This is an optimization exercise on Yosys and OpenROAD, whose aim is small area, a short achievable clock period and few clock cycles per item, not a production implementation. At most, simulation tests tie the RTL to the original design; equivalence was not proved. No activity file was given, so power comes from the tool's default toggle rates.

==> run Z: inputs <==
==> flow/design.v <==
`default_nettype none
package pix_pkg;
  localparam int pix_w = 8;
  localparam int grad_w = 11;
  localparam int mag_max = 255;
  localparam int kern_mid = 2;
  typedef logic [pix_w-1:0] pix_t;
  typedef struct packed {
    pix_t r;
    pix_t g;
    pix_t b;
  } rgb_t;
  typedef logic [9*pix_w-1:0] win_t;
  typedef struct packed {
    rgb_t rgb;
    pix_t grey;
    logic edge_mode;
  } dec_t;
  typedef struct packed {
    win_t win;
    rgb_t rgb;
    logic edge_mode;
  } win_beat_t;
  typedef struct packed {
    pix_t edge_val;
    rgb_t rgb;
    logic edge_mode;
  } res_t;
endpackage
`default_nettype wire
`default_nettype none
package frame_pkg;
  localparam int frame_cols = 32;
  localparam int frame_rows = 16;
  localparam int col_w = (frame_cols > 1) ? $clog2(frame_cols) : 1;
  localparam int row_w = (frame_rows > 1) ? $clog2(frame_rows) : 1;
endpackage
`default_nettype wire
`default_nettype none
module edge_top (
  input  logic       clk,
  input  logic       rst_n,
  input  logic       edge_en,
  input  logic       in_valid,
  input  logic       in_sof,
  input  logic [7:0] in_r,
  input  logic [7:0] in_g,
  input  logic [7:0] in_b,
  output logic       in_ready,
  output logic       out_valid,
  output logic       out_sof,
  output logic [7:0] out_r,
  output logic [7:0] out_g,
  output logic [7:0] out_b,
  input  logic       out_ready
);
  localparam int cols = frame_pkg::frame_cols;
  localparam int rows = frame_pkg::frame_rows;
  localparam int npix = cols * rows;
  localparam int depth = 2 * cols + 1;
  localparam int lag = cols + 2;
  localparam int hd_last = npix + lag - 1;
  logic        ir_v;
  logic        ir_sof;
  logic        ir_edge;
  logic [23:0] ir_d;       
  logic        fmode;      
  logic [9:0]  hd;
  logic        f_zero, f_last, f_valid, f_sof, f_left, f_right;
  logic        f_top, f_bot, f_ptop;
  logic [8*depth-1:0] ch;  
  logic        cv;         
  logic        c_sof;
  logic        c_right;
  logic [9:0]  pt;         
  logic [9:0]  d1, d2, d3;         
  logic signed [8:0]  v1, vp;      
  logic signed [10:0] gsum;        
  logic        g_v;
  logic        g_sof;
  logic signed [10:0] gx;
  logic signed [10:0] gy;
  logic        s_v;
  logic        s_sof;
  logic [5:0]  s_lo;       
  logic [4:0]  s_hi;       
  logic        s_big;      
  logic        m_v;
  logic        m_sof;
  logic [7:0]  m_val;
  logic        skid_v;
  logic [24:0] skid_d;
  logic        in_ready_r;
  assign in_ready = in_ready_r;
  logic       in_mode;
  logic [8:0] rb_sum;
  assign in_mode = in_sof ? edge_en : fmode;
  assign rb_sum  = {1'b0, in_r} + {1'b0, in_b};
  logic adv;
  logic e_go;
  logic p_go;
  logic sh;
  logic p_v;
  logic out_en;
  logic busy;
  assign busy   = cv || g_v || s_v || m_v;
  assign adv    = !skid_v;
  assign e_go   = adv && ir_v && ir_edge && (!hd[9] || f_last);
  assign p_go   = adv && ir_v && !ir_edge && f_zero && !busy;
  assign sh     = adv && (hd[9] || (ir_v && ir_edge));
  assign p_v    = (adv && m_v) || p_go;
  assign out_en = !out_valid || out_ready;
  logic ir_v_n;
  logic ir_edge_n;
  logic skid_v_n;
  logic out_v_n;
  logic tail_n;
  logic last_n;
  logic zero_n;
  logic busy_n;
  always_comb begin
    ir_v_n    = in_ready_r ? in_valid : ir_v;
    ir_edge_n = in_ready_r ? in_mode : ir_edge;
    if (out_en) begin
      out_v_n  = skid_v || p_v;
      skid_v_n = 1'b0;
    end else begin
      out_v_n  = 1'b1;
      skid_v_n = skid_v || p_v;
    end
    if (sh) begin
      tail_n = !f_last && (hd[9] || hd[8:0] == 9'h1ff);
      last_n = !f_last && (hd == 10'(hd_last - 1));
      zero_n = f_last && !e_go;
    end else begin
      tail_n = hd[9];
      last_n = f_last;
      zero_n = f_zero;
    end
    busy_n = adv ? ((sh && f_valid) || cv || g_v || s_v) : busy;
  end
  always_ff @(posedge clk) begin
    if (!rst_n) begin
      ir_v       <= 1'b0;
      cv         <= 1'b0;
      g_v        <= 1'b0;
      s_v        <= 1'b0;
      m_v        <= 1'b0;
      out_valid  <= 1'b0;
      skid_v     <= 1'b0;
      in_ready_r <= 1'b1;
    end else begin
      ir_v       <= ir_v_n;
      if (adv) begin
        cv  <= sh && f_valid;
        g_v <= cv;
        s_v <= g_v;
        m_v <= s_v;
      end
      out_valid  <= out_v_n;
      skid_v     <= skid_v_n;
      in_ready_r <= !ir_v_n || (!skid_v_n && (ir_edge_n ? (!tail_n || last_n)
                                                        : (zero_n && !busy_n)));
    end
  end
  always_ff @(posedge clk) begin
    if (!rst_n) begin
      hd     <= '0;
      f_zero <= 1'b1;
      f_last <= 1'b0;
    end else if (sh) begin
      hd     <= f_last ? {9'd0, e_go} : hd + 10'd1;
      f_zero <= f_last && !e_go;
      f_last <= !f_last && (hd == 10'(hd_last - 1));
    end
  end
  always_ff @(posedge clk) begin
    if (!rst_n) begin
      f_valid <= 1'b0;
      f_sof   <= 1'b0;
      f_left  <= 1'b0;
      f_right <= 1'b0;
      f_top   <= 1'b0;
      f_bot   <= 1'b0;
      f_ptop  <= 1'b0;
    end else if (sh) begin
      f_valid <= !f_last && (hd >= 10'(lag - 1));
      f_sof   <= !f_last && (hd == 10'(lag - 1));
      f_left  <= !f_last && (hd[4:0] == 5'((lag - 1) % cols));
      f_right <= f_last ? e_go : (hd[4:0] == 5'((lag - 2) % cols));
      f_top   <= f_ptop;
      f_bot   <= !f_last && (hd >= 10'(npix + lag - 2 - cols)) && (hd < 10'(npix + lag - 2));
      f_ptop  <= !f_last && (hd >= 10'(lag - 3)) && (hd < 10'(lag - 3 + cols));
    end
  end
  always_ff @(posedge clk) begin
    if (in_ready_r) begin
      ir_sof  <= in_sof;
      ir_edge <= in_mode;
      ir_d    <= {in_mode ? rb_sum[8:1] : in_r, in_g, in_b};
      if (in_valid && in_sof) begin
        fmode <= edge_en;
      end
    end
  end
  logic [8:0] grey_sum;
  logic [7:0] bot;
  logic [7:0] top;
  logic [7:0] nmid;
  logic [7:0] ntop;
  logic [7:0] tz;
  logic [7:0] bz;
  logic [7:0] ntz;
  assign grey_sum = {1'b0, ir_d[23:16]} + {1'b0, ir_d[15:8]};
  assign bot  = ch[0 +: 8];
  assign top  = ch[8*(2*cols) +: 8];
  assign nmid = ch[8*(cols-1) +: 8];
  assign ntop = ch[8*(2*cols-1) +: 8];
  assign tz   = f_top ? 8'h00 : top;
  assign bz   = f_bot ? 8'h00 : bot;
  assign ntz  = f_ptop ? 8'h00 : ntop;
  always_ff @(posedge clk) begin
    if (sh) begin
      ch      <= {ch[8*(depth-1)-1:0], grey_sum[8:1]};
      pt      <= {2'b00, ntz} + {1'b0, nmid, 1'b0};
      d1      <= pt + {2'b00, bz};
      d2      <= d1;
      d3      <= f_left ? 10'd0 : d2;
      v1      <= $signed({1'b0, bz}) - $signed({1'b0, tz});
      vp      <= f_right ? 9'sd0 : v1;
      gsum    <= 11'(vp) + (11'(v1) <<< 1);
      c_sof   <= f_sof;
      c_right <= f_right;
    end
  end
  always_ff @(posedge clk) begin
    if (adv) begin
      g_sof <= c_sof;
      gx    <= $signed({1'b0, c_right ? 10'd0 : d1}) - $signed({1'b0, d3});
      gy    <= gsum + (c_right ? 11'sd0 : 11'(v1));
    end
  end
  logic [9:0] ax;
  logic [9:0] ay;
  assign ax = gx[9:0] ^ {10{gx[10]}};
  assign ay = gy[9:0] ^ {10{gy[10]}};
  always_ff @(posedge clk) begin
    if (adv) begin
      s_sof <= g_sof;
      s_lo  <= {2'b00, ax[3:0]} + {2'b00, ay[3:0]} + {5'd0, gx[10]} + {5'd0, gy[10]};
      s_hi  <= {1'b0, ax[7:4]} + {1'b0, ay[7:4]};
      s_big <= (ax[9:8] != 2'b00) || (ay[9:8] != 2'b00);
    end
  end
  logic [5:0] m_top;
  assign m_top = {1'b0, s_hi} + {4'd0, s_lo[5:4]};
  always_ff @(posedge clk) begin
    if (adv) begin
      m_sof <= s_sof;
      m_val <= (s_big || m_top[5:4] != 2'b00) ? 8'hff : {m_top[3:0], s_lo[3:0]};
    end
  end
  logic [24:0] p_data;
  assign p_data = m_v ? {m_sof, m_val, m_val, m_val} : {ir_sof, ir_d};
  always_ff @(posedge clk) begin
    if (out_en) begin
      {out_sof, out_r, out_g, out_b} <= skid_v ? skid_d : p_data;
    end
    if (!skid_v) begin
      skid_d <= p_data;
    end
  end
endmodule
`default_nettype wire
==> flow/run.sh <==
#!/bin/bash
# synth_recipe.tcl (not shown) runs the flow's synth.tcl, then flattens the netlist and writes it again
# the make line also repeats each setting of config.mk as NAME=value (left out here)
make -C /OpenROAD-flow-scripts/flow DESIGN_CONFIG=/design/flow/config.mk WORK_HOME=/design/flow/orfs CLKGATE_MAP_FILE= SYNTH_SCRIPT=/design/flow/synth_recipe.tcl finish
==> flow/config.mk <==
export PLATFORM = sky130hd
export DESIGN_NAME = edge_top
export DESIGN_NICKNAME = edge_top
export VERILOG_FILES = /design/flow/design.v
export SDC_FILE = /design/flow/constraint.sdc
export NUM_CORES = 4
export LEC_CHECK = 0
export CAP_MARGIN = 20
export CORE_MARGIN = 2
export CORE_UTILIZATION = 60
export CTS_BUF_LIST = sky130_fd_sc_hd__clkbuf_8
export CTS_CLUSTER_SIZE = 20
export SETUP_SLACK_MARGIN = 2.4
export SLEW_MARGIN = 20
==> flow/constraint.sdc <==
create_clock -name core_clock -period 4.5 [get_ports {clk}]
set_input_delay 0.9000 -clock core_clock [delete_from_list [all_inputs] [get_ports {clk}]]
set_output_delay 0.9000 -clock core_clock [all_outputs]
set_load 0.01 [all_outputs]
==> run C: changes against run Z <==
--- a/flow/design.v
+++ b/flow/design.v
@@ -67,11 +67,15 @@
   logic        fmode;      
   logic [9:0]  hd;
   logic        f_zero, f_last, f_valid, f_sof, f_left, f_right;
-  logic        f_top, f_bot, f_ptop;
-  logic [8*depth-1:0] ch;  
+  logic        f_top, f_ptop;
+  localparam int ring = depth - 1;
+  logic [7:0]        ch0;
+  logic [8*ring-1:0] rg;
+  logic [4:0]        rot;
   logic        cv;         
   logic        c_sof;
-  logic        c_right;
+  logic        c_right;    
+  logic        c_right_y;  
   logic [9:0]  pt;         
   logic [9:0]  d1, d2, d3;         
   logic signed [8:0]  v1, vp;      
@@ -85,9 +89,6 @@
   logic [5:0]  s_lo;       
   logic [4:0]  s_hi;       
   logic        s_big;      
-  logic        m_v;
-  logic        m_sof;
-  logic [7:0]  m_val;
   logic        skid_v;
   logic [24:0] skid_d;
   logic        in_ready_r;
@@ -100,15 +101,17 @@
   logic e_go;
   logic p_go;
   logic sh;
+  logic al;
   logic p_v;
   logic out_en;
   logic busy;
-  assign busy   = cv || g_v || s_v || m_v;
+  assign busy   = cv || g_v || s_v;
   assign adv    = !skid_v;
-  assign e_go   = adv && ir_v && ir_edge && (!hd[9] || f_last);
+  assign al     = (rot == 5'd0) || f_zero;
+  assign e_go   = adv && al && ir_v && ir_edge && (!hd[9] || f_last);
   assign p_go   = adv && ir_v && !ir_edge && f_zero && !busy;
-  assign sh     = adv && (hd[9] || (ir_v && ir_edge));
-  assign p_v    = (adv && m_v) || p_go;
+  assign sh     = adv && al && (hd[9] || (ir_v && ir_edge));
+  assign p_v    = (adv && s_v) || p_go;
   assign out_en = !out_valid || out_ready;
   logic ir_v_n;
   logic ir_edge_n;
@@ -118,6 +121,7 @@
   logic last_n;
   logic zero_n;
   logic busy_n;
+  logic al_n;
   always_comb begin
     ir_v_n    = in_ready_r ? in_valid : ir_v;
     ir_edge_n = in_ready_r ? in_mode : ir_edge;
@@ -137,7 +141,8 @@
       last_n = f_last;
       zero_n = f_zero;
     end
-    busy_n = adv ? ((sh && f_valid) || cv || g_v || s_v) : busy;
+    busy_n = adv ? ((sh && f_valid) || cv || g_v) : busy;
+    al_n   = sh || (rot == 5'(cols - 1)) || zero_n;
   end
   always_ff @(posedge clk) begin
     if (!rst_n) begin
@@ -145,7 +150,6 @@
       cv         <= 1'b0;
       g_v        <= 1'b0;
       s_v        <= 1'b0;
-      m_v        <= 1'b0;
       out_valid  <= 1'b0;
       skid_v     <= 1'b0;
       in_ready_r <= 1'b1;
@@ -155,11 +159,10 @@
         cv  <= sh && f_valid;
         g_v <= cv;
         s_v <= g_v;
-        m_v <= s_v;
       end
       out_valid  <= out_v_n;
       skid_v     <= skid_v_n;
-      in_ready_r <= !ir_v_n || (!skid_v_n && (ir_edge_n ? (!tail_n || last_n)
+      in_ready_r <= !ir_v_n || (!skid_v_n && (ir_edge_n ? (al_n && (!tail_n || last_n))
                                                         : (zero_n && !busy_n)));
     end
   end
@@ -181,7 +184,6 @@
       f_left  <= 1'b0;
       f_right <= 1'b0;
       f_top   <= 1'b0;
-      f_bot   <= 1'b0;
       f_ptop  <= 1'b0;
     end else if (sh) begin
       f_valid <= !f_last && (hd >= 10'(lag - 1));
@@ -189,7 +191,6 @@
       f_left  <= !f_last && (hd[4:0] == 5'((lag - 1) % cols));
       f_right <= f_last ? e_go : (hd[4:0] == 5'((lag - 2) % cols));
       f_top   <= f_ptop;
-      f_bot   <= !f_last && (hd >= 10'(npix + lag - 2 - cols)) && (hd < 10'(npix + lag - 2));
       f_ptop  <= !f_last && (hd >= 10'(lag - 3)) && (hd < 10'(lag - 3 + cols));
     end
   end
@@ -209,24 +210,25 @@
   logic [7:0] nmid;
   logic [7:0] ntop;
   logic [7:0] tz;
-  logic [7:0] bz;
   logic [7:0] ntz;
   assign grey_sum = {1'b0, ir_d[23:16]} + {1'b0, ir_d[15:8]};
-  assign bot  = ch[0 +: 8];
-  assign top  = ch[8*(2*cols) +: 8];
-  assign nmid = ch[8*(cols-1) +: 8];
-  assign ntop = ch[8*(2*cols-1) +: 8];
+  assign bot  = ch0;
+  assign top  = rg[8*(2*cols-1) +: 8];
+  assign nmid = rg[8*(cols-2) +: 8];
+  assign ntop = rg[8*(2*cols-2) +: 8];
   assign tz   = f_top ? 8'h00 : top;
-  assign bz   = f_bot ? 8'h00 : bot;
   assign ntz  = f_ptop ? 8'h00 : ntop;
   always_ff @(posedge clk) begin
+    rot <= sh ? 5'd0 : rot + 5'd1;
+    rg  <= {rg[8*(2*cols-1)-1:8*cols], sh ? rg[8*(cols-1) +: 8] : rg[8*(2*cols-1) +: 8],
+            rg[8*(cols-1)-1:0],        sh ? ch0 : rg[8*(cols-1) +: 8]};
     if (sh) begin
-      ch      <= {ch[8*(depth-1)-1:0], grey_sum[8:1]};
+      ch0     <= (hd[9] && !f_last) ? 8'h00 : grey_sum[8:1];
       pt      <= {2'b00, ntz} + {1'b0, nmid, 1'b0};
-      d1      <= pt + {2'b00, bz};
+      d1      <= pt + {2'b00, bot};
       d2      <= d1;
       d3      <= f_left ? 10'd0 : d2;
-      v1      <= $signed({1'b0, bz}) - $signed({1'b0, tz});
+      v1      <= $signed({1'b0, bot}) - $signed({1'b0, tz});
       vp      <= f_right ? 9'sd0 : v1;
       gsum    <= 11'(vp) + (11'(v1) <<< 1);
       c_sof   <= f_sof;
@@ -234,10 +236,17 @@
     end
   end
   always_ff @(posedge clk) begin
+    if (!rst_n) begin
+      c_right_y <= 1'b0;
+    end else if (sh) begin
+      c_right_y <= f_right;
+    end
+  end
+  always_ff @(posedge clk) begin
     if (adv) begin
       g_sof <= c_sof;
       gx    <= $signed({1'b0, c_right ? 10'd0 : d1}) - $signed({1'b0, d3});
-      gy    <= gsum + (c_right ? 11'sd0 : 11'(v1));
+      gy    <= gsum + (c_right_y ? 11'sd0 : 11'(v1));
     end
   end
   logic [9:0] ax;
@@ -252,16 +261,12 @@
       s_big <= (ax[9:8] != 2'b00) || (ay[9:8] != 2'b00);
     end
   end
-  logic [5:0] m_top;
-  assign m_top = {1'b0, s_hi} + {4'd0, s_lo[5:4]};
-  always_ff @(posedge clk) begin
-    if (adv) begin
-      m_sof <= s_sof;
-      m_val <= (s_big || m_top[5:4] != 2'b00) ? 8'hff : {m_top[3:0], s_lo[3:0]};
-    end
-  end
+  logic [5:0]  m_top;
+  logic [7:0]  m_val;
   logic [24:0] p_data;
-  assign p_data = m_v ? {m_sof, m_val, m_val, m_val} : {ir_sof, ir_d};
+  assign m_top  = {1'b0, s_hi} + {4'd0, s_lo[5:4]};
+  assign m_val  = (s_big || m_top[5:4] != 2'b00) ? 8'hff : {m_top[3:0], s_lo[3:0]};
+  assign p_data = s_v ? {s_sof, m_val, m_val, m_val} : {ir_sof, ir_d};
   always_ff @(posedge clk) begin
     if (out_en) begin
       {out_sof, out_r, out_g, out_b} <= skid_v ? skid_d : p_data;
Settings changed: ABC_AREA set to 1, CORE_UTILIZATION 60 to 65, CTS_BUF_LIST sky130_fd_sc_hd__clkbuf_8 to unset, CTS_CLUSTER_DIAMETER set to 100, CTS_CLUSTER_SIZE 20 to 32.
==> qor summary <==
Crit-path max cell delay: run C 0.46 ns; run Z 0.42 ns
Fraction of synthesized cell area taken by the top area cell type: run C 0.522; run Z 0.768
Vias in the first global route: run C 11.0k; run Z 12.4k
Worst Hold Launch: run C rg[407]; run Z ch[424]
Cell area after placement: run C 0.0229 mm²; run Z 0.0283 mm²
Count of vias placed by the detailed router: run C 11.2k; run Z 12.5k
Metal1 wirelength: run C 16100 µm; run Z 20700 µm
Busiest layer in global routing: run C met2; run Z met1
Register area: run C 0.0164 mm²; run Z 0.0217 mm²
Register-to-Register Path Depth: run C 10; run Z 9
Outcome: run C finished clean; run Z finished clean
Grt met1 use: run C 0.281; run Z 0.277
Net switching power: run C 2650 µW; run Z 3170 µW
Lkg Pwr: run C 0.0101 µW; run Z 0.0107 µW
Post-synthesis instance area: run C 0.0218 mm²; run Z 0.0268 mm²
Die Outline Area: run C 0.0350 mm²; run Z 0.0464 mm²
Adder and majority cell fraction of the synthesized area: run C 0.0600; run Z 0.0474
DR WL met2: run C 17400 µm; run Z 19400 µm
Pre-CTS setup slack: run C 1.53 ns; run Z 1.46 ns
End point of the critical path: run C gx[8]; run Z gx[10]
Most frequent standard cell in the layout excluding fill and tap cells: run C sky130_fd_sc_hd__dfxtp_1; run Z sky130_fd_sc_hd__edfxtp_1
Most frequent cell after synthesis: run C sky130_fd_sc_hd__dfxtp_1; run Z sky130_fd_sc_hd__edfxtp_1
First-pass iteration count of the detailed router: run C 7; run Z 5
Testbench counts of run Z, summed over its fixed seeds: cycles 34,199, pixels 32,768.
Function not checked in run C: the RTL went through the layout flow alone.

## static timing again, ports no longer ideal
The results above use ideal ports. As a check the final layouts listed here were re-extracted and re-timed, cells and wires unchanged. Step 1, drivers: a clkbuf_16 drives clk and a buf_2 each remaining input, both assumed. Step 2 times the ports against the registers' clock, not the clock port: input delays grow and output delays shrink by t, the midpoint of the rising clock arrivals with the driver on. a / b / c = ideal / step 1 / step 2; a / b = the first two.
run	t (ns)	slack for setup (ns)	latest minus earliest clock arrival (ns)	worst data-port slew with drivers (ns)
run Z	0.740	2.315 / 2.290 / 1.686	0.040 / 0.040	0.07
run C	0.646	2.367 / 2.367 / 1.874	0.029 / 0.028	0.04
After both steps setup and hold are still met in every run listed. The setup slack of run Z, which loses most, moves by -0.025 ns with the drivers and by -0.629 ns with both steps.
